Background: an optimization exercise with open tools, aiming at small area, a short achievable clock period and few clock cycles per item. Do not read the settings as production practice. In this exercise RTL edits were held to simulation tests only and were not proved equivalent to the original.

### design.v
package aesPkg;
  typedef logic [32-1:0] aesWord;
  typedef union packed {
    logic [128-1:0] flat;
    aesWord [0:3]               cols;
  } aesBlock;
  typedef logic [4-1:0] roundIdx;
  function automatic logic [7:0] xtime(input logic [7:0] b);
    xtime = {b[6:0], 1'b0} ^ (b[7] ? 8'h1B : 8'h00);
  endfunction
endpackage
`timescale 1ns/10ps
module gXor (input logic a, input logic b, output logic y);
  assign y = a ^ b;
endmodule
module gXnor (input logic a, input logic b, output logic y);
  assign y = ~(a ^ b);
endmodule
module gNand (input logic a, input logic b, output logic y);
  assign y = ~(a & b);
endmodule
module gNor (input logic a, input logic b, output logic y);
  assign y = ~(a | b);
endmodule
module gAo (input logic a1, input logic a2, input logic b1, input logic b2, output logic y);
  assign y = (a1 & a2) | (b1 & b2);
endmodule
module sBox (
  input  logic [7:0] in,
  output logic [7:0] out
);
  logic U0, U1, U2, U3, U4, U5, U6, U7;
  logic S0, S1, S2, S3, S4, S5, S6, S7;
  logic L0, L1, L2, L3, L4, L5, L6, L7, L8, L9, L10, L11;
  logic L12, L13, L14, L15, L16, L17, L18, L19, L20, L21, L22, L23;
  logic L24, L25, L26, L27, L28, L29, M1, M2, M3, M4, M5, M6;
  logic M7, M8, M9, M10, M11, M12, M13, M14, M15, M16, M17, M18;
  logic M19, M20, M21, M22, M23, M24, M25, M26, M27, M28, M29, M30;
  logic M31, M32, M33, M34, M35, M36, M37, M38, M39, M40, M41, M42;
  logic M43, M44, M45, M46, M47, M48, M49, M50, M51, M52, M53, M54;
  logic M55, M56, M57, M58, M59, M60, M61, M62, M63, T1, T2, T3;
  logic T4, T5, T6, T7, T8, T9, T10, T11, T12, T13, T14, T15;
  logic T16, T17, T18, T19, T20, T21, T22, T23, T24, T25, T26, T27;
  assign {U0, U1, U2, U3, U4, U5, U6, U7} = in;
  gXor gT1 (.a(U0), .b(U3), .y(T1));
  gXor gT2 (.a(U0), .b(U5), .y(T2));
  gXor gT3 (.a(U0), .b(U6), .y(T3));
  gXor gT4 (.a(U3), .b(U5), .y(T4));
  gXor gT5 (.a(U4), .b(U6), .y(T5));
  gXor gT6 (.a(T1), .b(T5), .y(T6));
  gXor gT7 (.a(U1), .b(U2), .y(T7));
  gXor gT8 (.a(U7), .b(T6), .y(T8));
  gXor gT9 (.a(U7), .b(T7), .y(T9));
  gXor gT10 (.a(T6), .b(T7), .y(T10));
  gXor gT11 (.a(U1), .b(U5), .y(T11));
  gXor gT12 (.a(U2), .b(U5), .y(T12));
  gXor gT13 (.a(T3), .b(T4), .y(T13));
  gXor gT14 (.a(T6), .b(T11), .y(T14));
  gXor gT15 (.a(T5), .b(T11), .y(T15));
  gXor gT16 (.a(T5), .b(T12), .y(T16));
  gXor gT17 (.a(T9), .b(T16), .y(T17));
  gXor gT18 (.a(U3), .b(U7), .y(T18));
  gXor gT19 (.a(T7), .b(T18), .y(T19));
  gXor gT20 (.a(T1), .b(T19), .y(T20));
  gXor gT21 (.a(U6), .b(U7), .y(T21));
  gXor gT22 (.a(T7), .b(T21), .y(T22));
  gXor gT23 (.a(T2), .b(T22), .y(T23));
  gXor gT24 (.a(T2), .b(T10), .y(T24));
  gXor gT25 (.a(T20), .b(T17), .y(T25));
  gXor gT26 (.a(T3), .b(T16), .y(T26));
  gXor gT27 (.a(T1), .b(T12), .y(T27));
  gNand gM1 (.a(T13), .b(T6), .y(M1));
  gNand gM2 (.a(T23), .b(T8), .y(M2));
  gXnor gM3 (.a(T14), .b(M1), .y(M3));
  gNand gM4 (.a(T19), .b(U7), .y(M4));
  gXor gM5 (.a(M4), .b(M1), .y(M5));
  gNand gM6 (.a(T3), .b(T16), .y(M6));
  gNand gM7 (.a(T22), .b(T9), .y(M7));
  gXnor gM8 (.a(T26), .b(M6), .y(M8));
  gNand gM9 (.a(T20), .b(T17), .y(M9));
  gXor gM10 (.a(M9), .b(M6), .y(M10));
  gNand gM11 (.a(T1), .b(T15), .y(M11));
  gNand gM12 (.a(T4), .b(T27), .y(M12));
  gXor gM13 (.a(M12), .b(M11), .y(M13));
  gNand gM14 (.a(T2), .b(T10), .y(M14));
  gXor gM15 (.a(M14), .b(M11), .y(M15));
  gXnor gM16 (.a(M3), .b(M2), .y(M16));
  gXor gM17 (.a(M5), .b(T24), .y(M17));
  gXnor gM18 (.a(M8), .b(M7), .y(M18));
  gXor gM19 (.a(M10), .b(M15), .y(M19));
  gXor gM20 (.a(M16), .b(M13), .y(M20));
  gXor gM21 (.a(M17), .b(M15), .y(M21));
  gXor gM22 (.a(M18), .b(M13), .y(M22));
  gXor gM23 (.a(M19), .b(T25), .y(M23));
  gXnor gM24 (.a(M22), .b(M23), .y(M24));
  gNand gM25 (.a(M22), .b(M20), .y(M25));
  gXor gM26 (.a(M21), .b(M25), .y(M26));
  gXnor gM27 (.a(M20), .b(M21), .y(M27));
  gXor gM28 (.a(M23), .b(M25), .y(M28));
  gNor gM29 (.a(M28), .b(M27), .y(M29));
  gNor gM30 (.a(M26), .b(M24), .y(M30));
  gNand gM31 (.a(M20), .b(M23), .y(M31));
  gNor gM32 (.a(M27), .b(M31), .y(M32));
  gXor gM33 (.a(M27), .b(M25), .y(M33));
  gNand gM34 (.a(M21), .b(M22), .y(M34));
  gNor gM35 (.a(M24), .b(M34), .y(M35));
  gXor gM36 (.a(M24), .b(M25), .y(M36));
  gXor gM37 (.a(M21), .b(M29), .y(M37));
  gXor gM38 (.a(M32), .b(M33), .y(M38));
  gXor gM39 (.a(M23), .b(M30), .y(M39));
  gXor gM40 (.a(M35), .b(M36), .y(M40));
  gXor gM41 (.a(M38), .b(M40), .y(M41));
  gXor gM42 (.a(M37), .b(M39), .y(M42));
  gXor gM43 (.a(M37), .b(M38), .y(M43));
  gXor gM44 (.a(M39), .b(M40), .y(M44));
  gXor gM45 (.a(M42), .b(M41), .y(M45));
  gNand gM46 (.a(M44), .b(T6), .y(M46));
  gNand gM47 (.a(M40), .b(T8), .y(M47));
  gNand gM48 (.a(M39), .b(U7), .y(M48));
  gNand gM49 (.a(M43), .b(T16), .y(M49));
  gNand gM50 (.a(M38), .b(T9), .y(M50));
  gNand gM51 (.a(M37), .b(T17), .y(M51));
  gNand gM52 (.a(M42), .b(T15), .y(M52));
  gNand gM53 (.a(M45), .b(T27), .y(M53));
  gNand gM54 (.a(M41), .b(T10), .y(M54));
  gNand gM55 (.a(M44), .b(T13), .y(M55));
  gNand gM56 (.a(M40), .b(T23), .y(M56));
  gNand gM57 (.a(M39), .b(T19), .y(M57));
  gNand gM58 (.a(M43), .b(T3), .y(M58));
  gNand gM59 (.a(M38), .b(T22), .y(M59));
  gNand gM60 (.a(M37), .b(T20), .y(M60));
  gNand gM61 (.a(M42), .b(T1), .y(M61));
  gNand gM62 (.a(M45), .b(T4), .y(M62));
  gNand gM63 (.a(M41), .b(T2), .y(M63));
  gXor gL0 (.a(M61), .b(M62), .y(L0));
  gXor gL1 (.a(M50), .b(M56), .y(L1));
  gXor gL2 (.a(M46), .b(M48), .y(L2));
  gXor gL3 (.a(M47), .b(M55), .y(L3));
  gXor gL4 (.a(M54), .b(M58), .y(L4));
  gXor gL5 (.a(M49), .b(M61), .y(L5));
  gXnor gL6 (.a(M62), .b(L5), .y(L6));
  gXnor gL7 (.a(M46), .b(L3), .y(L7));
  gXor gL8 (.a(M51), .b(M59), .y(L8));
  gXor gL9 (.a(M52), .b(M53), .y(L9));
  gXnor gL10 (.a(M53), .b(L4), .y(L10));
  gXnor gL11 (.a(M60), .b(L2), .y(L11));
  gXor gL12 (.a(M48), .b(M51), .y(L12));
  gXnor gL13 (.a(M50), .b(L0), .y(L13));
  gXor gL14 (.a(M52), .b(M61), .y(L14));
  gXnor gL15 (.a(M55), .b(L1), .y(L15));
  gXnor gL16 (.a(M56), .b(L0), .y(L16));
  gXnor gL17 (.a(M57), .b(L1), .y(L17));
  gXnor gL18 (.a(M58), .b(L8), .y(L18));
  gXnor gL19 (.a(M63), .b(L4), .y(L19));
  gXor gL20 (.a(L0), .b(L1), .y(L20));
  gXor gL21 (.a(L1), .b(L7), .y(L21));
  gXor gL22 (.a(L3), .b(L12), .y(L22));
  gXor gL23 (.a(L18), .b(L2), .y(L23));
  gXor gL24 (.a(L15), .b(L9), .y(L24));
  gXor gL25 (.a(L6), .b(L10), .y(L25));
  gXor gL26 (.a(L7), .b(L9), .y(L26));
  gXor gL27 (.a(L8), .b(L10), .y(L27));
  gXor gL28 (.a(L11), .b(L14), .y(L28));
  gXor gL29 (.a(L11), .b(L17), .y(L29));
  gXor gS0 (.a(L6), .b(L24), .y(S0));
  gXnor gS1 (.a(L16), .b(L26), .y(S1));
  gXnor gS2 (.a(L19), .b(L28), .y(S2));
  gXor gS3 (.a(L6), .b(L21), .y(S3));
  gXor gS4 (.a(L20), .b(L22), .y(S4));
  gXor gS5 (.a(L25), .b(L29), .y(S5));
  gXnor gS6 (.a(L13), .b(L27), .y(S6));
  gXnor gS7 (.a(L6), .b(L23), .y(S7));
  assign out = {S0, S1, S2, S3, S4, S5, S6, S7};
endmodule
`timescale 1ns/10ps
module keySubWord (
  input  aesPkg::aesBlock keyQ,
  output aesPkg::aesWord  subWord
);
  aesPkg::aesWord rotWord;
  assign rotWord = {keyQ.cols[3][23:0], keyQ.cols[3][31:24]};
  for (genvar i = 0; i < 4; i++) begin : gSubWord
    sBox i_sBox (
      .in  (rotWord[8*i +: 8]),
      .out (subWord[8*i +: 8])
    );
  end
endmodule
module keyExpand (
  input  aesPkg::aesBlock keyQ,
  input  aesPkg::aesWord  subWord,
  input  logic [7:0]      rcon,
  output aesPkg::aesBlock keyNext
);
  aesPkg::aesWord subRcon;
  assign subRcon = subWord ^ {rcon, 24'h000000};
  for (genvar k = 0; k < 32; k++) begin : gBit
    gXor i_c0 (.a(keyQ.cols[0][k]), .b(subRcon[k]),         .y(keyNext.cols[0][k]));
    gXor i_c1 (.a(keyQ.cols[1][k]), .b(keyNext.cols[0][k]), .y(keyNext.cols[1][k]));
    gXor i_c2 (.a(keyQ.cols[2][k]), .b(keyNext.cols[1][k]), .y(keyNext.cols[2][k]));
    gXor i_c3 (.a(keyQ.cols[3][k]), .b(keyNext.cols[2][k]), .y(keyNext.cols[3][k]));
  end
endmodule
`timescale 1ns/10ps
module subBytes (
  input  aesPkg::aesBlock state,
  output aesPkg::aesBlock subbed
);
  for (genvar i = 0; i < 16; i++) begin : gSubBytes
    sBox i_sBox (
      .in  (state.flat[8*i +: 8]),
      .out (subbed.flat[8*i +: 8])
    );
  end
endmodule
module roundDatapath (
  input  aesPkg::aesBlock subbed,
  input  logic            mixEn,
  output aesPkg::aesBlock shifted,
  output aesPkg::aesBlock mixTerm
);
  always_comb begin
    for (int c = 0; c < 4; c++) begin
      for (int r = 0; r < 4; r++) begin
        shifted.cols[c][8*(3-r) +: 8] = subbed.cols[(c+r)%4][8*(3-r) +: 8];
      end
    end
  end
  for (genvar c = 0; c < 4; c++) begin : gMix
    mixColumn i_mixColumn (
      .col  (shifted.cols[c]),
      .en   (mixEn),
      .term (mixTerm.cols[c])
    );
  end
endmodule
module mixColumn (
  input  aesPkg::aesWord col,
  input  logic           en,
  output aesPkg::aesWord term
);
  logic [7:0] a [4];
  logic [7:0] d [4];
  logic [7:0] x [4];
  logic [7:0] termN [4];
  logic [7:0] all;
  logic       enN;
  assign enN = !en;
  for (genvar i = 0; i < 4; i++) begin : gByte
    assign a[i] = col[8*(3-i) +: 8];
  end
  for (genvar i = 0; i < 4; i++) begin : gPair
    for (genvar k = 0; k < 8; k++) begin : gBit
      gXor i_d (.a(a[i][k]), .b(a[(i+1)%4][k]), .y(d[i][k]));
    end
  end
  for (genvar k = 0; k < 8; k++) begin : gAll
    gXor i_all (.a(d[0][k]), .b(d[2][k]), .y(all[k]));
  end
  for (genvar i = 0; i < 4; i++) begin : gXtime
    assign x[i][0] = d[i][7];
    assign x[i][2] = d[i][1];
    assign x[i][5] = d[i][4];
    assign x[i][6] = d[i][5];
    assign x[i][7] = d[i][6];
    gXor i_x1 (.a(d[i][0]), .b(d[i][7]), .y(x[i][1]));
    gXor i_x3 (.a(d[i][2]), .b(d[i][7]), .y(x[i][3]));
    gXor i_x4 (.a(d[i][3]), .b(d[i][7]), .y(x[i][4]));
  end
  for (genvar i = 0; i < 4; i++) begin : gTerm
    for (genvar k = 0; k < 8; k++) begin : gBit
      gXnor i_t (.a(x[i][k]), .b(all[k]), .y(termN[i][k]));
      gNor  i_e (.a(termN[i][k]), .b(enN), .y(term[8*(3-i) + k]));
    end
  end
endmodule
`timescale 1ns/10ps
module roundControl (
  input  logic       validIn,
  input  logic       actB,
  input  logic [7:0] rconB,
  output logic       load,
  output logic       mixEn,
  output logic       actANext,
  output logic       finANext
);
  logic lastB;
  assign lastB = (rconB == 8'h36);
  assign load  = !actB;
  assign mixEn = actB && !lastB;
  assign actANext = load ? validIn : !lastB;
  assign finANext = actB && lastB;
endmodule
`timescale 1ns/10ps
module aesEncryptCore (
  input  logic    clk,
  input  logic    arstN,
  input  logic    validIn,
  input  aesPkg::aesBlock key,
  input  aesPkg::aesBlock data,
  output aesPkg::aesBlock dataOut,
  output aesPkg::aesBlock keyOut,
  output logic    validOut,
  output logic    busy
);
  aesPkg::aesBlock stateA;
  aesPkg::aesBlock keyA;
  logic [7:0]      rconA;
  logic            actA;
  aesPkg::aesBlock subbedB;
  aesPkg::aesBlock keyB;
  aesPkg::aesWord  subWordB;
  logic [7:0]      rconB;
  logic            actB;
  logic            load;
  logic            mixEn;
  logic            actANext;
  logic            finANext;
  aesPkg::aesBlock subbed;
  aesPkg::aesWord  subWord;
  aesPkg::aesBlock shifted;
  aesPkg::aesBlock mixTerm;
  aesPkg::aesBlock keyNext;
  aesPkg::aesBlock keyD;
  aesPkg::aesBlock stateD;
  roundControl i_roundControl (
    .validIn  (validIn),
    .actB     (actB),
    .rconB    (rconB),
    .load     (load),
    .mixEn    (mixEn),
    .actANext (actANext),
    .finANext (finANext)
  );
  subBytes i_subBytes (
    .state  (stateA),
    .subbed (subbed)
  );
  keySubWord i_keySubWord (
    .keyQ    (keyA),
    .subWord (subWord)
  );
  keyExpand i_keyExpand (
    .keyQ    (keyB),
    .subWord (subWordB),
    .rcon    (rconB),
    .keyNext (keyNext)
  );
  roundDatapath i_roundDatapath (
    .subbed  (subbedB),
    .mixEn   (mixEn),
    .shifted (shifted),
    .mixTerm (mixTerm)
  );
  for (genvar k = 0; k < 128; k++) begin : gLoad
    logic mixed;
    logic picked;
    gAo   i_key  (.a1(load), .a2(key.flat[k]), .b1(actB), .b2(keyNext.flat[k]), .y(keyD.flat[k]));
    gXor  i_mix  (.a(shifted.flat[k]), .b(mixTerm.flat[k]), .y(mixed));
    gAo   i_pick (.a1(load), .a2(data.flat[k]), .b1(actB), .b2(mixed), .y(picked));
    gXor  i_ark  (.a(picked), .b(keyD.flat[k]), .y(stateD.flat[k]));
  end
  always_ff @(posedge clk or negedge arstN) begin
    if (!arstN) begin
      actA     <= 1'b0;
      actB     <= 1'b0;
      validOut <= 1'b0;
    end else begin
      actA     <= actANext;
      actB     <= actA;
      validOut <= finANext;
    end
  end
  always_ff @(posedge clk) begin
    rconA    <= load ? 8'(8'h01) : aesPkg::xtime(rconB);
    keyA     <= keyD;
    stateA   <= stateD;
    rconB    <= rconA;
    keyB     <= keyA;
    subWordB <= subWord;
    subbedB  <= subbed;
  end
  assign busy    = actB;
  assign dataOut = stateA;
  assign keyOut  = keyA;
endmodule
### flow/run.sh
#!/bin/bash
# The standard layout, except that the port buffers are the smallest
# plain buffer (buf_1) instead of the delay buffer buffer_ports picks by
# default. Every port still gets its own buffer; the SDC, the clock period
# and every other step are the standard ones.
set -euo pipefail
bash standard.sh synth > synth.log 2>&1
bash standard.sh "BUFFER_PORTS_ARGS=-buffer_cell sky130_fd_sc_hd__buf_1" finish > layout.log 2>&1
### standard.sh
#!/bin/bash
# synth_recipe.tcl (not shown) runs the flow's synth.tcl, then flattens the netlist and writes it again
# the make line also repeats each setting of config.mk as NAME=value (left out here)
make -C /OpenROAD-flow-scripts/flow DESIGN_CONFIG=/design/flow/config.mk WORK_HOME=/design/flow/orfs CLKGATE_MAP_FILE= SYNTH_SCRIPT=/design/flow/synth_recipe.tcl "${@:-finish}"
### config.mk
export PLATFORM = sky130hd
export DESIGN_NAME = aesEncryptCore
export DESIGN_NICKNAME = aesEncryptCore
export VERILOG_FILES = /design/flow/design.v
export SDC_FILE = /design/flow/constraint.sdc
export NUM_CORES = 4
export LEC_CHECK = 0
export CAP_MARGIN = 20
export CELL_PAD_IN_SITES_DETAIL_PLACEMENT = 0
export CELL_PAD_IN_SITES_GLOBAL_PLACEMENT = 0
export CORE_MARGIN = 2
export CORE_UTILIZATION = 65
export CTS_CLUSTER_DIAMETER = 100
export CTS_CLUSTER_SIZE = 30
export PLACE_DENSITY = 0.8
export SLEW_MARGIN = 20
export SYNTH_HIERARCHICAL = 1
### constraint.sdc
create_clock -name core_clock -period 20.0 [get_ports {clk}]
set_input_delay 4.0000 -clock core_clock [delete_from_list [all_inputs] [get_ports {clk}]]
set_output_delay 4.0000 -clock core_clock [all_outputs]
set_load 0.01 [all_outputs]
==> results.py, run 1 <==
metrics = {
    "sta": {
        "max_freq_ghz": 0.173,
        "measured_slew_at_the_worst_slew_check_pin_ns": 1.09,
        "finalWorstPathRequiredPeriod_ns": 5.79,
        "setup_total_negative_slack_ns": 0,
        "finalMaxSlewViolations": 0,
        "hold_slack_ns": 0.322,
        "finalHoldViolations": 0,
        "maxSlewHeadroom_pct": 27.0,
        "clock_skew_ns": 0.0259,
        "layout_worst_path_cycle_share_pct": 28.9,
        "rsz0062_at_grt": "no",
        "setup-violations-final": 0,
    },
    "clocking": {
        "cts-buffers-inserted": 27,
        "worst_setup_hold_path_clk_slew_ns": 0.12,
        "tritoncts": "built",
        "cts.root.buffer_cell": "clkbuf_16",
        "cts.sinks": 563,
        "post-cts-setup-buffer-count": 0,
        "htreeDepth": 1,
        "post_cts_hold_buffer_count": 0,
        "max-clock-path-buffers": 3,
        "insertion_delay_ns": 0.63,
        "ctsResizeCount": 0,
    },
    "drt": {
        "drt-initial-drc-count": 2260,
        "wirelength_microns": 121000,
        "via_per_inst": 5.26,
        "wl_per_cell_microns": 21.3,
        "drt-pass1-iter-count": 5,
        "drc": 0,
        "vias": 29900,
        "final_antenna_net_count": 0,
    },
    "setup_path": {
        "crit_buf_inv": 1,
        "path_depth": 1,
        "crit_path_max_incr_delay_ns": 0.89,
        "crit_path_end_kind": "output port",
        "register_to_register_setup_slack_ns": 14.62,
        "critical_path.startpoint": "actB",
        "worst_ep_required_time_ns": 16.00,
        "setup.worst_path.start_class": "register",
        "path_delay_family": "flip-flops",
        "crit_chain": "buf_1",
        "end_of_the_worst_register_to_register_path": "subbedB[66]",
        "crit_path_max_fanout": 57,
        "worst_endpoint_data_arrival_time_ns": 1.79,
        "cp-endpoint": "busy",
        "r2r.worst_path.cells": 16,
        "timing.setup.critical_path_class": "register to output port",
        "slowest_stage": "dfrtp_4",
        "start_of_the_worst_register_to_register_path": "stateA[71]",
    },
    "synth": {
        "ys_seq_area_share_pct": 27.1,
        "synth_top_cells_by_area": "xor2_1 (44%), dfxtp_1 (27%), xnor2_1 (11%), nand2_1 (5.4%), a22o_1 (5.4%)",
        "yosysWarningCount": 16,
        "post_synth.cell_area_avg_sq_um": 9.18,
        "post_syn_area_sq_mm": 0.0417,
        "share_of_the_synthesized_area_in_the_top_cell_type_pct": 43.7,
        "synth_cell_types": 16,
        "post_syn_instances": 4545,
        "synth.net_count": 4804,
        "synth_largest_area_cell": "xor2_1",
        "postSynthRegisterBits": 563,
    },
    "grt": {
        "number_of_global_route_vias_before_repair": 29400,
        "grt_overflow_total": 0,
        "antenna_found_initial": 12,
        "grtUsageTotal_pct": 35.3,
        "grt_first_pass_wirelength_microns": 178000,
        "grt_max_degree": 95,
    },
    "job": {
        "max_cap_violations": 0,
    },
    "place": {
        "numPortBuffers": 516,
        "place.detailed.hpwl_microns": 101000,
        "gp_congestion": 1.00,
    },
    "status": {
        "run_status": "complete, no violations",
    },
    "cells_and_area": {
        "num-nets-final": 5070,
        "flow.area_growth_from_synthesis_pct": 4.42,
        "final_layout_size_suffix_gt1_share_pct": 1.16,
    },
    "floorplanning": {
        "die_area_sq_mm": 0.0662,
        "core_area_sq_mm": 0.0633,
        "effective_utilization_at_floorplan_pct": 65.9,
        "floorplan.die.width_microns": 257,
        "floorplan.io_pins": 517,
        "fp.dieH_microns": 257,
        "std_cell_rows": 92,
    },
    "worst_hold_path": {
        "min-delay-path-class": "register to register",
    },
}
worst min path at each step:
stage | depth (start not counted) | end | startpoint | slack, ns
after floorplan | 0 | rconB[0] | rconA[0] | 0.31
after global placement | 0 | rconB[4] | rconA[4] | 0.31
after detailed placement | 0 | rconB[4] | rconA[4] | 0.31
after CTS | 0 | rconB[0] | rconA[0] | 0.33
after global routing | 0 | rconB[0] | rconA[0] | 0.33
final | 0 | rconB[0] | rconA[0] | 0.32
cell usage after synthesis (all sizes together):
master,count
inv,5
nor2b,4
or2,1
dfxtp,560
and3,1
and4b,1
buf,288
a22o,256
nor4b,1
xnor2,531
a21oi,1
dfrtp,3
nand2,600
a31oi,1
xor2,2080
nor2,212
Yosys stat by module (local to each module, per instance), excerpt:
| module | cell area (sq um) | cells inside | copies in the design | flops+latches |
|---|---|---|---|---|
| aesEncryptCore | 11400 | 574 | 1 | 563 |
| gAo | 8.76 | 1 | 256 | 0 |
| gNand | 3.75 | 1 | 600 | 0 |
| gNor | 3.75 | 1 | 208 | 0 |
| gXnor | 8.76 | 1 | 528 | 0 |
| gXor | 8.76 | 1 | 2072 | 0 |
| keyExpand | 70.1 | 8 | 1 | 0 |
| roundControl | 58.8 | 7 | 1 | 0 |
| sBox | 60.1 | 8 | 20 | 0 |
cell type report:
cell class | count | area [sq um]
inverter | 5 | 26.3
clock inverter | 17 | 228
sequential | 563 | 11300
timing repair buffer | 525 | 2000
antenna | 5 | 12.5
clock buffer | 31 | 691
fill | 5321 | 19800
tap | 846 | 1060
multi-input combinational | 3689 | 28200
cells in the final DEF (no fill, tap or decap), types with 4 or more instances in the layout:
master,instances
xnor2_1,531
a22o_1,256
nor2_1,212
nor2b_1,4
clkinv_8,4
dfxtp_1,560
clkbuf_16,27
buf_1,516
diode_2,5
nand2_1,600
xor2_1,2080
inv_1,4
buf_4,9
clkbuf_1,4
cells by family after synthesis:
| group | synth area share [%] |
|---|---|
| compound gates | 5.40 |
| simple gates | 7.48 |
| xor+xnor | 54.8 |
| buf+inv | 5.23 |
| flops | 27.1 |
per-layer routing:
layer	track usage, %	routed length [microns]	part of all wire [%]
met5	0	55	0.045
met3	6.70	9180	7.6
met4	14.3	5740	4.7
met1	46.7	52000	43
met2	56.6	54200	45
state kept, by name, indices dropped and copies added, names as in the netlist:
register,count
actA,1
actB,1
keyA,128
keyB,128
rconA,8
rconB,8
stateA,128
subWordB,32
subbedB,128
validOut,1
through the flow:
| step | setup WS (ns) | utilization (%) | instance area (sq um) | std cells |
|---|---|---|---|---|
| global placement | 14.84 | 67.3 | 42600 | 5628 |
| detailed placement | 14.74 | 67.3 | 42600 | 5628 |
| global route | 14.17 | 68.8 | 43600 | 5681 |
| floorplan | 7.56 | - | 41700 | 4545 |
| finish | 14.21 | 68.8 | 43600 | 5681 |
| CTS | 14.23 | 68.8 | 43500 | 5676 |
Testbench counts, summed over its fixed seeds: cycles 5,640, blocks 512.
==> inputs of run 2 (changes only) <==
--- a/design.v
+++ b/design.v
@@ -312,6 +312,8 @@
   aesPkg::aesWord  subWordB;
   logic [7:0]      rconB;
   logic            actB;
+  logic            loadB;
+  logic            stepB;
   logic            load;
   logic            mixEn;
   logic            actANext;
@@ -355,11 +357,19 @@
   for (genvar k = 0; k < 128; k++) begin : gLoad
     logic mixed;
     logic picked;
-    gAo   i_key  (.a1(load), .a2(key.flat[k]), .b1(actB), .b2(keyNext.flat[k]), .y(keyD.flat[k]));
+    gAo   i_key  (.a1(loadB), .a2(key.flat[k]), .b1(stepB), .b2(keyNext.flat[k]), .y(keyD.flat[k]));
     gXor  i_mix  (.a(shifted.flat[k]), .b(mixTerm.flat[k]), .y(mixed));
-    gAo   i_pick (.a1(load), .a2(data.flat[k]), .b1(actB), .b2(mixed), .y(picked));
+    gAo   i_pick (.a1(loadB), .a2(data.flat[k]), .b1(stepB), .b2(mixed), .y(picked));
     gXor  i_ark  (.a(picked), .b(keyD.flat[k]), .y(stateD.flat[k]));
   end
+  assign stepB = !loadB;
+  always_ff @(posedge clk or negedge arstN) begin
+    if (!arstN) begin
+      loadB <= 1'b1;
+    end else begin
+      loadB <= !actA;
+    end
+  end
   always_ff @(posedge clk or negedge arstN) begin
     if (!arstN) begin
       actA     <= 1'b0;
--- a/config.mk
+++ b/config.mk
@@ -10,8 +10,6 @@
 export CELL_PAD_IN_SITES_GLOBAL_PLACEMENT = 0
 export CORE_MARGIN = 2
 export CORE_UTILIZATION = 65
-export CTS_CLUSTER_DIAMETER = 100
-export CTS_CLUSTER_SIZE = 30
 export PLACE_DENSITY = 0.8
 export SLEW_MARGIN = 20
 export SYNTH_HIERARCHICAL = 1
==> run 2 against run 1 <==
Critical path depth unchanged. Critical path type unchanged. Clock skew decreased by 0.0016 ns. First-iteration DRC count increased by 17%.
==> results.py, run 2 <==
metrics = {
    "sta": {
        "finalWorstPathRequiredPeriod_ns": 5.83,
        "maxSlewHeadroom_pct": 27.6,
        "finalHoldViolations": 0,
        "setup-violations-final": 0,
        "clock_skew_ns": 0.0244,
        "setup_total_negative_slack_ns": 0,
        "measured_slew_at_the_worst_slew_check_pin_ns": 1.08,
        "max_freq_ghz": 0.172,
        "layout_worst_path_cycle_share_pct": 29.1,
        "rsz0062_at_grt": "no",
        "finalMaxSlewViolations": 0,
    },
    "synth": {
        "share_of_the_synthesized_area_in_the_top_cell_type_pct": 43.6,
        "post_synth.cell_area_avg_sq_um": 9.18,
        "synth_most_common_cell": "xor2_1",
        "synth_top_cells_by_area": "xor2_1 (44%), dfxtp_1 (27%), xnor2_1 (11%), nand2_1 (5.4%), a22o_1 (5.4%)",
        "postSynthRegisterBits": 564,
        "post_syn_area_sq_mm": 0.0417,
        "synth_largest_area_cell": "xor2_1",
        "synth-async-reset-ratio_pct": 0.709,
        "post_syn_instances": 4548,
        "primary_flip_flop_cell_chosen_by_synthesis_mapping": "dfxtp_1",
        "post_synth_most_frequent_cells": "xor2_1 (2080), nand2_1 (600), dfxtp_1 (560), xnor2_1 (531), buf_4 (288)",
        "synth.net_count": 4807,
        "yosysWarningCount": 16,
        "synth_edf_count": 0,
        "ys_seq_area_share_pct": 27.1,
        "synth_cell_types": 17,
    },
    "place": {
        "post_dp_cell_area_sq_mm": 0.0426,
        "numPortBuffers": 516,
        "gp_congestion": 0.998,
        "place.detailed.hpwl_microns": 102000,
    },
    "setup_path": {
        "crit_chain": "buf_1",
        "crit_buf_inv": 1,
        "path_depth": 1,
        "cp-endpoint": "dataOut[104]",
        "slowest_stage": "dfxtp_1",
        "start_of_the_worst_register_to_register_path": "keyA[7]",
        "path_delay_family": "flip-flops",
        "critical_path.startpoint": "stateA[104]",
        "worst_ep_required_time_ns": 16.00,
        "r2r.worst_path.cells": 16,
        "crit_path_max_fanout": 7,
        "crit_path_end_kind": "output port",
        "timing.setup.critical_path_class": "register to output port",
        "end_of_the_worst_register_to_register_path": "subWordB[9]",
        "register_to_register_setup_slack_ns": 14.78,
        "crit_path_max_incr_delay_ns": 0.87,
        "setup.worst_path.start_class": "register",
        "worst_endpoint_data_arrival_time_ns": 1.83,
    },
    "clocking": {
        "htreeDepth": 2,
        "post_cts_hold_buffer_count": 0,
        "cts-buffers-inserted": 60,
        "tritoncts": "built",
        "cts.sinks": 564,
        "post-cts-setup-buffer-count": 0,
        "ctsResizeCount": 0,
        "worst_setup_hold_path_clk_slew_ns": 0.06,
        "insertion_delay_ns": 0.64,
        "cts.root.buffer_cell": "clkbuf_16",
        "max-clock-path-buffers": 3,
    },
    "cells_and_area": {
        "layout.area.seq_sq_mm": 0.0113,
        "final_cell_mix": "xor2_1 (2080), nand2_1 (600), dfxtp_1 (560)",
        "multi_input_area_sq_mm": 0.0282,
        "final_layout_size_suffix_gt1_share_pct": 2.41,
        "num-nets-final": 5104,
        "stdcell_area_sq_mm": 0.0448,
        "num-fill-cells": 5160,
        "post-route-util_pct": 70.8,
        "flow.area_growth_from_synthesis_pct": 7.33,
        "final_common_cell": "xor2_1",
    },
    "floorplanning": {
        "core_area_sq_mm": 0.0633,
        "fp.dieH_microns": 257,
        "std_cell_rows": 92,
        "effective_utilization_at_floorplan_pct": 65.9,
        "floorplan.die.width_microns": 257,
        "die_area_sq_mm": 0.0663,
        "floorplan.io_pins": 517,
    },
    "drt": {
        "wl_per_cell_microns": 21.8,
        "via_per_inst": 5.35,
        "detail_route.wirelength.met1_microns": 52200,
        "highest-signal-layer": "met5",
        "drt-initial-drc-count": 2651,
        "met3_wirelength_microns": 9770,
        "drc": 0,
        "met2_wire_length_microns": 56900,
        "wirelength_microns": 125000,
        "final_antenna_net_count": 0,
        "vias": 30700,
        "drt-pass1-iter-count": 7,
    },
    "job": {
        "max_cap_violations": 0,
    },
    "grt": {
        "grt_first_pass_wirelength_microns": 184000,
        "grt_overflow_total": 0,
        "antenna_found_initial": 10,
        "grt_max_degree": 115,
        "number_of_global_route_vias_before_repair": 30300,
        "grtUsageTotal_pct": 36.5,
    },
    "status": {
        "run_status": "complete, no violations",
    },
    "worst_hold_path": {
        "min-delay-path-class": "register to register",
    },
}
[run 2: kinds of logic after synthesis]
kind of cell / after synthesis / synth area share, %
AND/OR/NAND/NOR: 820 / 7.47
buffers and inverters: 295 / 5.24
flip-flops: 564 / 27.1
AO/OA/AOI/OAI: 258 / 5.40
XOR/XNOR: 2611 / 54.8
[run 2: metrics by stage]
stage,hold WS [ns],setup slack (ns),cells
final,0.329,14.17,5744
after global routing,0.333,14.17,5743
after CTS,0.328,14.20,5741
after detailed placement,0.314,14.90,5629
after global placement,0.310,14.90,5629
after floorplan,0.310,12.26,4548
[run 2: modules after synthesis, one instance, submodules excluded, excerpt]
module | cell area [sq um] | cells inside
gXor | 8.76 | 1
gNor | 3.75 | 1
gAo | 8.76 | 1
keyExpand | 70.1 | 8
sBox | 60.1 | 8
mixColumn | 3.75 | 1
gNand | 3.75 | 1
aesEncryptCore | 11400 | 577
roundControl | 58.8 | 7
[run 2: worst min path at each step]
stage / startpoint / to / slack, ns / depth (start not counted)
CTS: rconA[0] / rconB[0] / 0.33 / 0
detailed placement: rconA[6] / rconB[6] / 0.31 / 0
global placement: rconA[0] / rconB[0] / 0.31 / 0
finish: rconA[0] / rconB[0] / 0.33 / 0
floorplan: rconA[0] / rconB[0] / 0.31 / 0
global route: rconA[2] / rconB[2] / 0.33 / 0
[run 2: cell type report]
class	instances	area share, %
multi-input combinational	3689	63.0
sequential	564	25.3
timing repair buffer	523	4.44
clock buffer	74	3.67
tap	846	2.36
clock inverter	38	1.13
inverter	7	0.0754
antenna	3	0.0168
[run 2: routing by layer]
metal	vias up	track usage, %
met4	2	16.9
li1	14600	-
met1	14700	46.9
met5	-	0
met3	230	7.10
met2	1175	59.2
Testbench counts of run 2, summed over its fixed seeds: cycles 5,640, blocks 512.
==> inputs of run 3 (changes only) <==
==> flow/run.sh (replaced) <==
#!/bin/bash
set -euo pipefail
MARGIN=$(cat flow/margin.txt)
bash standard.sh synth > synth.log 2>&1
bash standard.sh "BUFFER_PORTS_ARGS=-buffer_cell sky130_fd_sc_hd__buf_1" \
  "SETUP_SLACK_MARGIN=$MARGIN" finish > layout.log 2>&1
==> flow/margin.txt (new file) <==
14.7
--- a/config.mk
+++ b/config.mk
@@ -10,6 +10,8 @@
 export CELL_PAD_IN_SITES_GLOBAL_PLACEMENT = 0
 export CORE_MARGIN = 2
 export CORE_UTILIZATION = 65
+export CTS_CLUSTER_DIAMETER = 80
+export CTS_CLUSTER_SIZE = 25
 export PLACE_DENSITY = 0.8
 export SLEW_MARGIN = 20
 export SYNTH_HIERARCHICAL = 1
==> run 3 against run 2 <==
Still clean. Hold slack better by 0.0034 ns. Clock skew up 0.0066 ns. Cell count down 0.77%. Utilization down 0.57 points. Clock-buffer cell count down 32. Fmax up 9.9%. Worst setup slack better by 0.52 ns. Area after synthesis unchanged. Critical path type unchanged.
==> results.py, run 3 <==
metrics = {
    "cells_and_area": {
        "layout.area.seq_sq_mm": 0.0114,
        "final_common_cell": "xor2_1",
        "final_cell_mix": "xor2_1 (2051), nand2_1 (600), xnor2_1 (514)",
        "post-route-util_pct": 70.2,
        "num-fill-cells": 5143,
        "flow.area_growth_from_synthesis_pct": 6.47,
        "num-nets-final": 5082,
        "final_layout_size_suffix_gt1_share_pct": 4.27,
        "multi_input_area_sq_mm": 0.0286,
    },
    "floorplanning": {
        "die_area_sq_mm": 0.0663,
        "floorplan.io_pins": 517,
        "std_cell_rows": 92,
        "core_area_sq_mm": 0.0633,
        "effective_utilization_at_floorplan_pct": 65.9,
        "fp.dieH_microns": 257,
        "floorplan.die.width_microns": 257,
    },
    "synth": {
        "synth.net_count": 4807,
        "ys_seq_area_share_pct": 27.1,
        "synth-async-reset-ratio_pct": 0.709,
        "synth_edf_count": 0,
        "synth_most_common_cell": "xor2_1",
        "post_synth_most_frequent_cells": "xor2_1 (2080), nand2_1 (600), dfxtp_1 (560), xnor2_1 (531), buf_4 (288)",
        "post_syn_instances": 4548,
        "post_syn_area_sq_mm": 0.0417,
        "synth_top_cells_by_area": "xor2_1 (44%), dfxtp_1 (27%), xnor2_1 (11%), nand2_1 (5.4%), a22o_1 (5.4%)",
        "yosysWarningCount": 16,
        "synth_largest_area_cell": "xor2_1",
        "primary_flip_flop_cell_chosen_by_synthesis_mapping": "dfxtp_1",
        "postSynthRegisterBits": 564,
        "post_synth.cell_area_avg_sq_um": 9.18,
        "synth_cell_types": 17,
        "share_of_the_synthesized_area_in_the_top_cell_type_pct": 43.6,
    },
    "sta": {
        "setup-violations-final": 0,
        "max_freq_ghz": 0.189,
        "maxSlewHeadroom_pct": 27.4,
        "finalMaxSlewViolations": 0,
        "layout_worst_path_cycle_share_pct": 26.5,
        "clock_skew_ns": 0.0310,
        "rsz0062_at_grt": "yes",
        "setup_total_negative_slack_ns": 0,
        "measured_slew_at_the_worst_slew_check_pin_ns": 1.09,
        "finalHoldViolations": 0,
        "finalWorstPathRequiredPeriod_ns": 5.30,
    },
    "clocking": {
        "cts.sinks": 564,
        "max-clock-path-buffers": 3,
        "post-cts-setup-buffer-count": 0,
        "insertion_delay_ns": 0.60,
        "cts-buffers-inserted": 37,
        "cts.root.buffer_cell": "clkbuf_16",
        "tritoncts": "built",
        "htreeDepth": 2,
        "worst_setup_hold_path_clk_slew_ns": 0.09,
    },
    "job": {
        "max_cap_violations": 0,
    },
    "setup_path": {
        "critical_path.startpoint": "stateA[108]",
        "worst_endpoint_data_arrival_time_ns": 1.30,
        "setup.worst_path.start_class": "register",
        "crit_path_end_kind": "output port",
        "path_delay_family": "flip-flops",
        "worst_ep_required_time_ns": 16.00,
        "crit_path_max_incr_delay_ns": 0.48,
        "start_of_the_worst_register_to_register_path": "keyA[28]",
        "register_to_register_setup_slack_ns": 14.99,
        "slowest_stage": "dfxtp_1",
        "crit_path_max_fanout": 4,
        "timing.setup.critical_path_class": "register to output port",
        "crit_chain": "buf_2",
        "crit_buf_inv": 1,
    },
    "drt": {
        "wl_per_cell_microns": 20.7,
        "drt-initial-drc-count": 2338,
        "drt-pass1-iter-count": 5,
        "via_per_inst": 5.31,
        "wirelength_microns": 118000,
        "vias": 30300,
        "final_antenna_net_count": 0,
        "drc": 0,
    },
    "grt": {
        "grt_first_pass_wirelength_microns": 175000,
        "grt_max_degree": 92,
        "grt_overflow_total": 0,
        "grtUsageTotal_pct": 34.4,
        "number_of_global_route_vias_before_repair": 29700,
        "antenna_found_initial": 10,
    },
    "worst_hold_path": {
        "min-delay-path-class": "register to register",
        "hold_start": "rconA[7]",
    },
    "place": {
        "gp_congestion": 1.00,
        "numPortBuffers": 516,
        "place.detailed.hpwl_microns": 96800,
    },
    "status": {
        "run_status": "complete, no violations",
    },
}
[run 3: path summary, 6_finish.rpt]
kind / endpoint / cells after the start
worst max-delay path: dataOut[108] / 1
worst min-delay path: rconB[7] / 0
worst max register to register: subWordB[3] / 16
worst min register to register: rconB[7] / 0
max in group asynchronous: loadB / 1
min in group asynchronous: validOut / 1
[run 3: per-module statistics from Yosys (local to each module, per instance), a selection]
module / copies in the design / cells / area (sq um) / flops+latches
gXor: 2072 / 1 / 8.76 / 0
gXnor: 528 / 1 / 8.76 / 0
gNand: 600 / 1 / 3.75 / 0
roundDatapath: 1 / 128 / 961 / 0
aesEncryptCore: 1 / 577 / 11400 / 564
roundControl: 1 / 7 / 58.8 / 0
gNor: 208 / 1 / 3.75 / 0
[run 3: per-stage QoR]
step	hold WS [ns]	area, sq um	cells	setup WS (ns)
2_1_floorplan	0.310	41700	4548	14.42
3_3_place_gp	0.311	42600	5630	14.86
3_5_place_dp	0.312	42600	5630	14.75
4_1_cts	0.334	44100	5693	14.59
5_1_grt	0.336	44400	5698	14.67
6_report	0.332	44400	5700	14.70
[run 3: cell type report]
| class | instances | area share (%) |
|---|---|---|
| Antenna cell | 7 | 0.0394 |
| Inverter | 7 | 0.0760 |
| Clock inverter | 21 | 0.704 |
| Multi-Input combinational cell | 3689 | 64.3 |
| Sequential cell | 564 | 25.7 |
| Timing Repair Buffer | 524 | 4.56 |
| Tap cell | 846 | 2.38 |
| Clock buffer | 42 | 2.24 |
[run 3: kinds of logic after synthesis]
group	Yosys count	share of synthesized area (%)
AO/OA/AOI/OAI	258	5.40
XOR/XNOR	2611	54.8
flip-flops	564	27.1
buffers and inverters	295	5.24
AND/OR/NAND/NOR	820	7.47
[run 3: routing by layer]
layer / up-vias / GRT usage, % / part of all wire, %
met3: 183 / 5.49 / 6.9
met2: 1013 / 57.5 / 47
met1: 14600 / 44.5 / 42
met5: - / 0 / 0.027
met4: 6 / 12.9 / 3.9
li1: 14500 / - / -
[run 3: what timing repair did]
action	CTS	global route
setup endpoints to repair	68	101
hold buffers	0	0
pin swaps	0	0
gates resized for setup	76	63
==> inputs of run 4 (changes only) <==
==> flow/margin.txt (replaced) <==
15.0
==> run 4 against run 3 <==
Design area grew 12%. Clock skew shrank 0.00055 ns. Register-to-register slack lost 0.10 ns.
==> results.py, run 4 <==
metrics = {
    "status": {
        "run_status": "complete, no violations",
    },
    "synth": {
        "synth-async-reset-ratio_pct": 0.709,
        "synth_largest_area_cell": "xor2_1",
        "primary_flip_flop_cell_chosen_by_synthesis_mapping": "dfxtp_1",
        "post_synth_most_frequent_cells": "xor2_1 (2080), nand2_1 (600), dfxtp_1 (560), xnor2_1 (531), buf_4 (288)",
        "post_syn_area_sq_mm": 0.0417,
        "synth_cell_types": 17,
        "synth_top_cells_by_area": "xor2_1 (44%), dfxtp_1 (27%), xnor2_1 (11%), nand2_1 (5.4%), a22o_1 (5.4%)",
        "synth.net_count": 4807,
        "postSynthRegisterBits": 564,
        "ys_seq_area_share_pct": 27.1,
        "share_of_the_synthesized_area_in_the_top_cell_type_pct": 43.6,
        "synth_edf_count": 0,
        "synth_most_common_cell": "xor2_1",
        "post_synth.cell_area_avg_sq_um": 9.18,
        "yosysWarningCount": 16,
        "post_syn_instances": 4548,
    },
    "drt": {
        "met3_wirelength_microns": 11300,
        "wirelength_microns": 135000,
        "highest-signal-layer": "met5",
        "drt-initial-drc-count": 2881,
        "met2_wire_length_microns": 63100,
        "wl_per_cell_microns": 22.9,
        "drc": 0,
        "final_antenna_net_count": 0,
        "vias": 32700,
        "drt-pass1-iter-count": 6,
        "via_per_inst": 5.53,
        "detail_route.wirelength.met1_microns": 51400,
    },
    "clocking": {
        "cts.root.buffer_cell": "clkbuf_16",
        "insertion_delay_ns": 0.61,
        "htreeDepth": 2,
        "cts.sinks": 564,
        "cts-buffers-inserted": 37,
        "tritoncts": "built",
        "worst_setup_hold_path_clk_slew_ns": 0.10,
        "max-clock-path-buffers": 3,
    },
    "sta": {
        "final.setup.worst_slack_ns": 14.86,
        "layout_worst_path_cycle_share_pct": 25.7,
        "setup-violations-final": 0,
        "setup_total_negative_slack_ns": 0,
        "finalMaxSlewViolations": 0,
        "finalWorstPathRequiredPeriod_ns": 5.14,
        "max_freq_ghz": 0.195,
        "finalHoldViolations": 0,
        "clock_skew_ns": 0.0304,
        "rsz0062_at_grt": "yes",
        "measured_slew_at_the_worst_slew_check_pin_ns": 1.07,
        "maxSlewHeadroom_pct": 28.6,
    },
    "grt": {
        "antenna_found_initial": 11,
        "grtUsageTotal_pct": 37.3,
        "number_of_global_route_vias_before_repair": 32000,
        "grt_max_degree": 92,
        "grt_first_pass_wirelength_microns": 190000,
        "grt_overflow_total": 0,
    },
    "setup_path": {
        "crit_chain": "buf_6",
        "slowest_stage": "dfxtp_2",
        "crit_path_end_kind": "output port",
        "worst_endpoint_data_arrival_time_ns": 1.14,
        "crit_buf_inv": 1,
        "crit_path_max_fanout": 2,
        "crit_path_max_incr_delay_ns": 0.41,
        "path_depth": 1,
        "path_delay_family": "flip-flops",
        "setup.worst_path.start_class": "register",
        "timing.setup.critical_path_class": "register to output port",
        "r2r.worst_path.cells": 17,
        "worst_ep_required_time_ns": 16.00,
    },
    "cells_and_area": {
        "stdcell_area_sq_mm": 0.0496,
        "num-nets-final": 5285,
        "final_cell_mix": "xor2_1 (1922), nand2_1 (600), xnor2_1 (511)",
        "final_common_cell": "xor2_1",
        "final_layout_size_suffix_gt1_share_pct": 19.1,
        "flow.area_growth_from_synthesis_pct": 18.9,
    },
    "floorplanning": {
        "fp.dieH_microns": 257,
        "core_area_sq_mm": 0.0633,
        "die_area_sq_mm": 0.0663,
        "effective_utilization_at_floorplan_pct": 65.9,
        "floorplan.die.width_microns": 257,
        "std_cell_rows": 92,
        "floorplan.io_pins": 517,
    },
    "worst_hold_path": {
        "hold_path_depth": 0,
        "min-delay-path-class": "register to register",
    },
    "place": {
        "gp_congestion": 1.00,
        "place.detailed.hpwl_microns": 96800,
        "post_dp_cell_area_sq_mm": 0.0426,
        "post-place-ws_ns": 14.75,
        "numPortBuffers": 516,
    },
    "job": {
        "max_cap_violations": 0,
    },
}
==> run 4: cell counts after synthesis <==
No cell type changed its count.
==> run 4: worst paths after layout <==
check	startpoint	to	slack (ns)
min reg2reg	rconA[5]	rconB[5]	0.33
min	rconA[5]	rconB[5]	0.33
min in group asynchronous	arstN	validOut	3.20
max reg2reg	stateA[1]	subbedB[7]	14.89
max in group asynchronous	arstN	loadB	16.56
max	keyA[104]	keyOut[104]	14.86
==> run 4: modules after synthesis (local to each module, per instance), excerpt <==
module / cell area, sq um / flops+latches / copies in the design / cells
gAo: 8.76 / 0 / 256 / 1
keyExpand: 70.1 / 0 / 1 / 8
gNor: 3.75 / 0 / 208 / 1
aesEncryptCore: 11400 / 564 / 1 / 577
gXor: 8.76 / 0 / 2072 / 1
roundDatapath: 961 / 0 / 1 / 128
gXnor: 8.76 / 0 / 528 / 1
sBox: 60.1 / 0 / 20 / 8
roundControl: 58.8 / 0 / 1 / 7
mixColumn: 3.75 / 0 / 4 / 1
gNand: 3.75 / 0 / 600 / 1
==> run 4: metal layers <==
layer  GRT usage (%)  vias up
met1            45.2    15800
met3            7.64      432
li1                -    14800
met2            61.9     1597
met5               0        -
met4            20.6        6
==> run 4: layout make-up <==
cell class,instances,area (sq um)
antenna,10,25.0
clock buffer,42,997
clock inverter,21,313
fill,4027,13700
inverter,7,33.8
multi-input combinational,3689,29800
sequential,564,11900
tap,846,1060
timing repair buffer,727,5450
==> run 4: logic make-up after synthesis <==
group                  after synthesis  share of synthesized area (%)
buffers and inverters              295                           5.24
XOR/XNOR                          2611                           54.8
AO/OA/AOI/OAI                      258                           5.40
AND/OR/NAND/NOR                    820                           7.47
flip-flops                         564                           27.1
==> run 4: what timing repair did <==
item                       in CTS  in global routing
setup endpoints to repair     282                417
buffers inserted              172                 31
pin swaps                       0                  8
resized for setup             947                200
hold buffers                    0                  0
==> run 4: metrics by stage <==
step	hold WS [ns]	util, %	instances
2_1_floorplan	0.310	-	4548
3_3_place_gp	0.311	67.4	5630
3_5_place_dp	0.312	67.4	5630
4_1_cts	0.334	75.6	5865
5_1_grt	0.336	78.3	5903
6_report	0.334	78.4	5906
==> inputs of run 5 (changes only) <==
==> flow/margin.txt (replaced) <==
14.7
--- a/config.mk
+++ b/config.mk
@@ -12,6 +12,7 @@
 export CORE_UTILIZATION = 65
 export CTS_CLUSTER_DIAMETER = 80
 export CTS_CLUSTER_SIZE = 25
+export GPL_TIMING_DRIVEN = 1
 export PLACE_DENSITY = 0.8
 export SLEW_MARGIN = 20
 export SYNTH_HIERARCHICAL = 1
==> run 5 against run 4 <==
Clock skew grew 0.00055 ns. Non-clock buffer count shrank 203. Sequential cell count is the same. Area after synthesis is the same. Sequential share of layout area grew 1.6 points. Design area shrank 10%. Critical path depth is the same. Hold slack lost 0.0020 ns. Critical path type unchanged. Largest cell class unchanged.
==> results.py, run 5 <==
metrics = {
    "status": {
        "run_status": "complete, no violations",
    },
    "setup_path": {
        "worst_ep_required_time_ns": 16.00,
        "crit_path_end_kind": "output port",
        "crit_buf_inv": 1,
        "worst_endpoint_data_arrival_time_ns": 1.30,
        "crit_path_max_fanout": 4,
        "crit_path_max_incr_delay_ns": 0.48,
        "critical_path.startpoint": "stateA[108]",
        "crit_chain": "buf_2",
        "slowest_stage": "dfxtp_1",
        "timing.setup.critical_path_class": "register to output port",
        "setup.worst_path.start_class": "register",
        "start_of_the_worst_register_to_register_path": "keyA[28]",
        "path_delay_family": "flip-flops",
    },
    "cells_and_area": {
        "final_cell_mix": "xor2_1 (2051), nand2_1 (600), xnor2_1 (514)",
        "post-route-util_pct": 70.2,
        "final_common_cell": "xor2_1",
        "layoutNonFillerInstCount": 5700,
        "final_layout_size_suffix_gt1_share_pct": 4.27,
        "flow.area_growth_from_synthesis_pct": 6.47,
        "num-nets-final": 5082,
    },
    "floorplanning": {
        "floorplan.io_pins": 517,
        "effective_utilization_at_floorplan_pct": 65.9,
        "core_area_sq_mm": 0.0633,
        "std_cell_rows": 92,
        "die_area_sq_mm": 0.0663,
        "floorplan.die.width_microns": 257,
        "fp.dieH_microns": 257,
    },
    "place": {
        "placed_cells_incl_taps": 5630,
        "numPortBuffers": 516,
        "gp_congestion": 1.00,
        "place.detailed.hpwl_microns": 96800,
    },
    "clocking": {
        "cts.sinks": 564,
        "cts.root.buffer_cell": "clkbuf_16",
        "max-clock-path-buffers": 3,
        "post_cts_hold_buffer_count": 0,
        "htreeDepth": 2,
        "cts-buffers-inserted": 37,
        "insertion_delay_ns": 0.60,
        "tritoncts": "built",
        "worst_setup_hold_path_clk_slew_ns": 0.09,
    },
    "drt": {
        "drt-pass1-iter-count": 5,
        "final_antenna_net_count": 0,
        "vias": 30300,
        "wl_per_cell_microns": 20.7,
        "wirelength_microns": 118000,
        "via_per_inst": 5.31,
        "drt-initial-drc-count": 2338,
        "drc": 0,
    },
    "synth": {
        "synth-async-reset-ratio_pct": 0.709,
        "post_synth.cell_area_avg_sq_um": 9.18,
        "post_syn_area_sq_mm": 0.0417,
        "synth.net_count": 4807,
        "yosysWarningCount": 16,
        "synth_edf_count": 0,
        "primary_flip_flop_cell_chosen_by_synthesis_mapping": "dfxtp_1",
        "postSynthRegisterBits": 564,
        "ys_seq_area_share_pct": 27.1,
        "synth_cell_types": 17,
        "post_syn_instances": 4548,
        "synth_largest_area_cell": "xor2_1",
        "post_synth_most_frequent_cells": "xor2_1 (2080), nand2_1 (600), dfxtp_1 (560), xnor2_1 (531), buf_4 (288)",
        "synth_most_common_cell": "xor2_1",
        "synth_top_cells_by_area": "xor2_1 (44%), dfxtp_1 (27%), xnor2_1 (11%), nand2_1 (5.4%), a22o_1 (5.4%)",
        "share_of_the_synthesized_area_in_the_top_cell_type_pct": 43.6,
    },
    "grt": {
        "grt_first_pass_wirelength_microns": 175000,
        "number_of_global_route_vias_before_repair": 29700,
        "grtUsageTotal_pct": 34.4,
        "antenna_found_initial": 10,
        "grt_overflow_total": 0,
        "grt_max_degree": 92,
    },
    "sta": {
        "clock_skew_ns": 0.0310,
        "setup-violations-final": 0,
        "finalWorstPathRequiredPeriod_ns": 5.30,
        "rsz0062_at_grt": "yes",
        "setup_total_negative_slack_ns": 0,
        "measured_slew_at_the_worst_slew_check_pin_ns": 1.09,
        "finalHoldViolations": 0,
        "layout_worst_path_cycle_share_pct": 26.5,
        "finalMaxSlewViolations": 0,
        "maxSlewHeadroom_pct": 27.4,
        "max_freq_ghz": 0.189,
    },
    "job": {
        "max_cap_violations": 0,
    },
    "worst_hold_path": {
        "min-delay-path-class": "register to register",
        "hold_start": "rconA[7]",
    },
}
[run 5: changes by cell type in the layout (fill, tap and decap cells not counted), sizes merged]
cell    delta
buf      -204
diode      -3
clkbuf     +1
[run 5: path summary, 6_finish.rpt]
check                      slack (ns)           end  cells past startpoint
max                             14.70  dataOut[108]                      1
min                              0.33      rconB[7]                      0
max reg2reg                     14.99   subWordB[3]                     16
min reg2reg                      0.33      rconB[7]                      0
max in group asynchronous       16.55         loadB                      1
min in group asynchronous        3.21      validOut                      1
[run 5: repair_timing]
| action | in CTS | in global routing |
|---|---|---|
| pin swaps | 0 | 0 |
| endpoints found under the setup margin | 68 | 101 |
| gates resized for setup | 76 | 63 |
| buffers inserted | 0 | 0 |
| hold endpoints to repair | 0 | 0 |
[run 5: cells by family after synthesis]
group,synth area share (%)
xor+xnor,54.8
simple gates,7.47
flops,27.1
buf+inv,5.24
compound gates,5.40
[run 5: per-layer routing]
metal  vias to the layer above  part of all wire, %  GRT usage (%)
met5                         -                0.027              0
met4                         6                  3.9           12.9
li1                      14500                    -              -
met3                       183                  6.9           5.49
met2                      1013                   47           57.5
met1                     14600                   42           44.5
[run 5: layout make-up]
cell class                 instances  area [sq um]
timing repair buffer             524          2020
inverter                           7          33.8
clock buffer                      42           997
tap                              846          1060
sequential                       564         11400
antenna                            7          17.5
clock inverter                    21           313
fill                            5143         18900
multi-input combinational       3689         28600
[run 5: metrics by stage]
stage               hold WS, ns  setup slack (ns)  area (sq um)
floorplan                 0.310             14.42         41700
global placement          0.311             14.86         42600
detailed placement        0.312             14.75         42600
CTS                       0.334             14.59         44100
global route              0.336             14.67         44400
finish                    0.332             14.70         44400
[run 5: per-module statistics from Yosys (local to each module, per instance), a selection]
module | times used | flip-flops and latches | cell area (sq um) | cells inside
gNor | 208 | 0 | 3.75 | 1
gAo | 256 | 0 | 8.76 | 1
gXnor | 528 | 0 | 8.76 | 1
mixColumn | 4 | 0 | 3.75 | 1
roundDatapath | 1 | 0 | 961 | 128
gXor | 2072 | 0 | 8.76 | 1
roundControl | 1 | 0 | 58.8 | 7
==> inputs of run 6 (changes only) <==
--- a/config.mk
+++ b/config.mk
@@ -9,10 +9,9 @@
 export CELL_PAD_IN_SITES_DETAIL_PLACEMENT = 0
 export CELL_PAD_IN_SITES_GLOBAL_PLACEMENT = 0
 export CORE_MARGIN = 2
-export CORE_UTILIZATION = 65
+export CORE_UTILIZATION = 75
 export CTS_CLUSTER_DIAMETER = 80
 export CTS_CLUSTER_SIZE = 25
-export GPL_TIMING_DRIVEN = 1
-export PLACE_DENSITY = 0.8
+export PLACE_DENSITY = 0.88
 export SLEW_MARGIN = 20
 export SYNTH_HIERARCHICAL = 1
==> run 6 against run 5 <==
Still clean. Worst setup slack got worse by 0.013 ns. Design area decreased by 0.80%. Cell count decreased by 1.9%. Via count increased by 1.7%. Die area decreased by 13%. First-iteration DRC count decreased by 1.7%. Global-route usage increased by 5.0 points. Non-clock buffer count decreased by 3. Hold slack about the same. Clock-buffer cell count decreased by 3.
==> results.py, run 6 <==
metrics = {
    "cells_and_area": {
        "num-fill-cells": 3837,
        "multi_input_area_sq_mm": 0.0286,
        "layout.area.seq_sq_mm": 0.0114,
        "num-nets-final": 5076,
        "final_common_cell": "xor2_1",
        "flow.area_growth_from_synthesis_pct": 5.61,
        "final_layout_size_suffix_gt1_share_pct": 3.80,
        "final_cell_mix": "xor2_1 (2054), nand2_1 (600), xnor2_1 (513)",
    },
    "sta": {
        "setup_total_negative_slack_ns": 0,
        "max_freq_ghz": 0.188,
        "finalMaxSlewViolations": 0,
        "finalWorstPathRequiredPeriod_ns": 5.31,
        "layout_worst_path_cycle_share_pct": 26.6,
        "rsz0062_at_grt": "yes",
        "clock_skew_ns": 0.0243,
        "finalHoldViolations": 0,
        "final.setup.worst_slack_ns": 14.69,
        "setup-violations-final": 0,
        "measured_slew_at_the_worst_slew_check_pin_ns": 0.996,
        "maxSlewHeadroom_pct": 33.4,
    },
    "synth": {
        "synth_edf_count": 0,
        "synth_cell_types": 17,
        "postSynthRegisterBits": 564,
        "synth.net_count": 4807,
        "primary_flip_flop_cell_chosen_by_synthesis_mapping": "dfxtp_1",
        "ys_seq_area_share_pct": 27.1,
        "share_of_the_synthesized_area_in_the_top_cell_type_pct": 43.6,
        "post_synth_most_frequent_cells": "xor2_1 (2080), nand2_1 (600), dfxtp_1 (560), xnor2_1 (531), buf_4 (288)",
        "synth_most_common_cell": "xor2_1",
        "post_syn_instances": 4548,
        "post_syn_area_sq_mm": 0.0417,
        "yosysWarningCount": 16,
        "synth_largest_area_cell": "xor2_1",
        "post_synth.cell_area_avg_sq_um": 9.18,
        "synth-async-reset-ratio_pct": 0.709,
        "synth_top_cells_by_area": "xor2_1 (44%), dfxtp_1 (27%), xnor2_1 (11%), nand2_1 (5.4%), a22o_1 (5.4%)",
    },
    "grt": {
        "grt_first_pass_wirelength_microns": 172000,
        "number_of_global_route_vias_before_repair": 30000,
        "grt_overflow_total": 0,
        "antenna_found_initial": 14,
        "grt_max_degree": 109,
        "grtUsageTotal_pct": 39.4,
    },
    "setup_path": {
        "setup.worst_path.start_class": "register",
        "timing.setup.critical_path_class": "register to output port",
        "crit_chain": "buf_2",
        "path_delay_family": "flip-flops",
        "slowest_stage": "dfxtp_1",
        "worst_endpoint_data_arrival_time_ns": 1.31,
        "crit_path_max_fanout": 3,
        "end_of_the_worst_register_to_register_path": "subbedB[67]",
        "r2r.worst_path.cells": 16,
        "start_of_the_worst_register_to_register_path": "stateA[68]",
        "crit_path_max_incr_delay_ns": 0.50,
        "worst_ep_required_time_ns": 16.00,
        "register_to_register_setup_slack_ns": 14.95,
        "crit_buf_inv": 1,
        "crit_path_end_kind": "output port",
    },
    "worst_hold_path": {
        "hold_path_depth": 0,
        "holdPathEnd": "rconB[6]",
        "min-delay-path-class": "register to register",
        "hold_start": "rconA[6]",
    },
    "floorplanning": {
        "effective_utilization_at_floorplan_pct": 75.8,
        "die_area_sq_mm": 0.0576,
        "fp.dieH_microns": 240,
        "floorplan.die.width_microns": 240,
        "floorplan.io_pins": 517,
        "std_cell_rows": 86,
        "core_area_sq_mm": 0.0551,
    },
    "drt": {
        "drt-initial-drc-count": 2298,
        "wirelength_microns": 118000,
        "drt-pass1-iter-count": 5,
        "vias": 30800,
        "drc": 0,
        "wl_per_cell_microns": 21.2,
        "final_antenna_net_count": 0,
        "via_per_inst": 5.51,
    },
    "clocking": {
        "cts-buffers-inserted": 34,
        "max-clock-path-buffers": 3,
        "cts.sinks": 564,
        "tritoncts": "built",
        "cts.root.buffer_cell": "clkbuf_16",
        "worst_setup_hold_path_clk_slew_ns": 0.09,
        "insertion_delay_ns": 0.59,
        "htreeDepth": 2,
        "post_cts_hold_buffer_count": 0,
        "post-cts-setup-buffer-count": 0,
    },
    "place": {
        "gp_congestion": 1.07,
        "place.detailed.hpwl_microns": 95300,
        "numPortBuffers": 516,
        "post-place-ws_ns": 14.91,
    },
    "status": {
        "run_status": "complete, no violations",
    },
    "job": {
        "max_cap_violations": 0,
    },
}
==> run 6: cell counts after synthesis <==
No cell type changed its count.
==> run 6: routing by layer <==
metal,track usage [%],share of wire [%],vias to the layer above,wire length (microns)
met5,0,0.11,-,126
met4,20.6,6.1,18,7180
met3,8.81,8.5,295,10000
met2,64.7,46,1259,53900
met1,48.3,40,14700,47000
li1,-,-,14500,-
==> run 6: through the flow <==
step	cells	cell area (sq um)	hold slack [ns]	utilization, %
floorplan	4548	41700	0.310	-
CTS	5586	43700	0.330	79.3
finish	5589	44100	0.332	80.0
detailed placement	5529	42500	0.313	77.2
global placement	5529	42500	0.310	77.2
global route	5589	44100	0.337	80.0
==> run 6: cell families (layout without fill, tap and decap cells) <==
group	count (synthesis)	after routing	synth area share [%]
AOI/OAI and AO/OA	258	258	5.40
other	0	3	0
buffers and inverters	295	585	5.24
DFF	564	564	27.1
and+or+nand+nor	820	820	7.47
xor gates and xnor gates	2611	2611	54.8
==> run 6: worst max-delay path by stage <==
stage,start,end,depth (start not counted)
3_3_place_gp,stateA[113],subbedB[112],15
2_1_floorplan,loadB,stateA[0],3
4_1_cts,stateA[74],dataOut[74],1
5_1_grt,stateA[47],subbedB[43],16
3_5_place_dp,stateA[113],subbedB[114],16
6_report,stateA[21],dataOut[21],1
==> run 6: cell type report <==
cell class | instances | share of cell area (%)
Sequential cell | 564 | 25.8
Multi-Input combinational cell | 3689 | 64.8
Antenna cell | 3 | 0.0170
Timing Repair Buffer | 521 | 4.53
Clock inverter | 18 | 0.508
Tap cell | 748 | 2.12
Inverter | 7 | 0.0766
Clock buffer | 39 | 2.09
==> run 6: per-module statistics from Yosys, one instance, submodules excluded, excerpt <==
module | flip-flops and latches | cells inside | times used | area (sq um)
sBox | 0 | 8 | 20 | 60.1
gNand | 0 | 1 | 600 | 3.75
roundControl | 0 | 7 | 1 | 58.8
keyExpand | 0 | 8 | 1 | 70.1
gXnor | 0 | 1 | 528 | 8.76
gAo | 0 | 1 | 256 | 8.76
gXor | 0 | 1 | 2072 | 8.76
roundDatapath | 0 | 128 | 1 | 961
aesEncryptCore | 564 | 577 | 1 | 11400
mixColumn | 0 | 1 | 4 | 3.75
==> run 6: repair_timing <==
action / 4_1_cts / 5_1_grt
endpoints found under the setup margin: 47 / 105
resized for setup: 51 / 69
endpoints found under the hold margin: 0 / 0

==> separate check: timing with driven ports <==
The results above use ideal ports. As a check the final layouts listed here were re-extracted and re-timed, cells and wires unchanged.
Step 1 assumes that a clkbuf_16 drives the clock port and a buf_2 every other input.
Step 2 times the ports against the registers' clock, not the clock port: input delays grow and output delays shrink by t, the midpoint of the rising clock arrivals with the driver on.
a / b / c = no drivers / after step 1 / after step 2; a / b = the first two.
| run | t, ns | setup WS [ns] | worst setup path at the end | worst slew at a driven data input, ns |
|---|---|---|---|---|
| run 1 | 0.680 | 14.214 / 14.150 / 14.615 | register to register | 0.10 |
| run 2 | 0.700 | 14.175 / 14.110 / 14.783 | register to register | 0.10 |
| run 3 | 0.655 | 14.698 / 14.628 / 14.972 | input to register | 0.12 |
| run 4 | 0.661 | 14.864 / 14.795 / 14.836 | input to register | 0.12 |
| run 5 | 0.655 | 14.698 / 14.628 / 14.972 | input to register | 0.12 |
| run 6 | 0.645 | 14.685 / 14.622 / 14.913 | input to register | 0.12 |
After both steps every run listed still meets setup and hold. For run 4, which loses most, drivers alone change the setup slack by -0.069 ns; drivers and shift together by -0.028 ns.
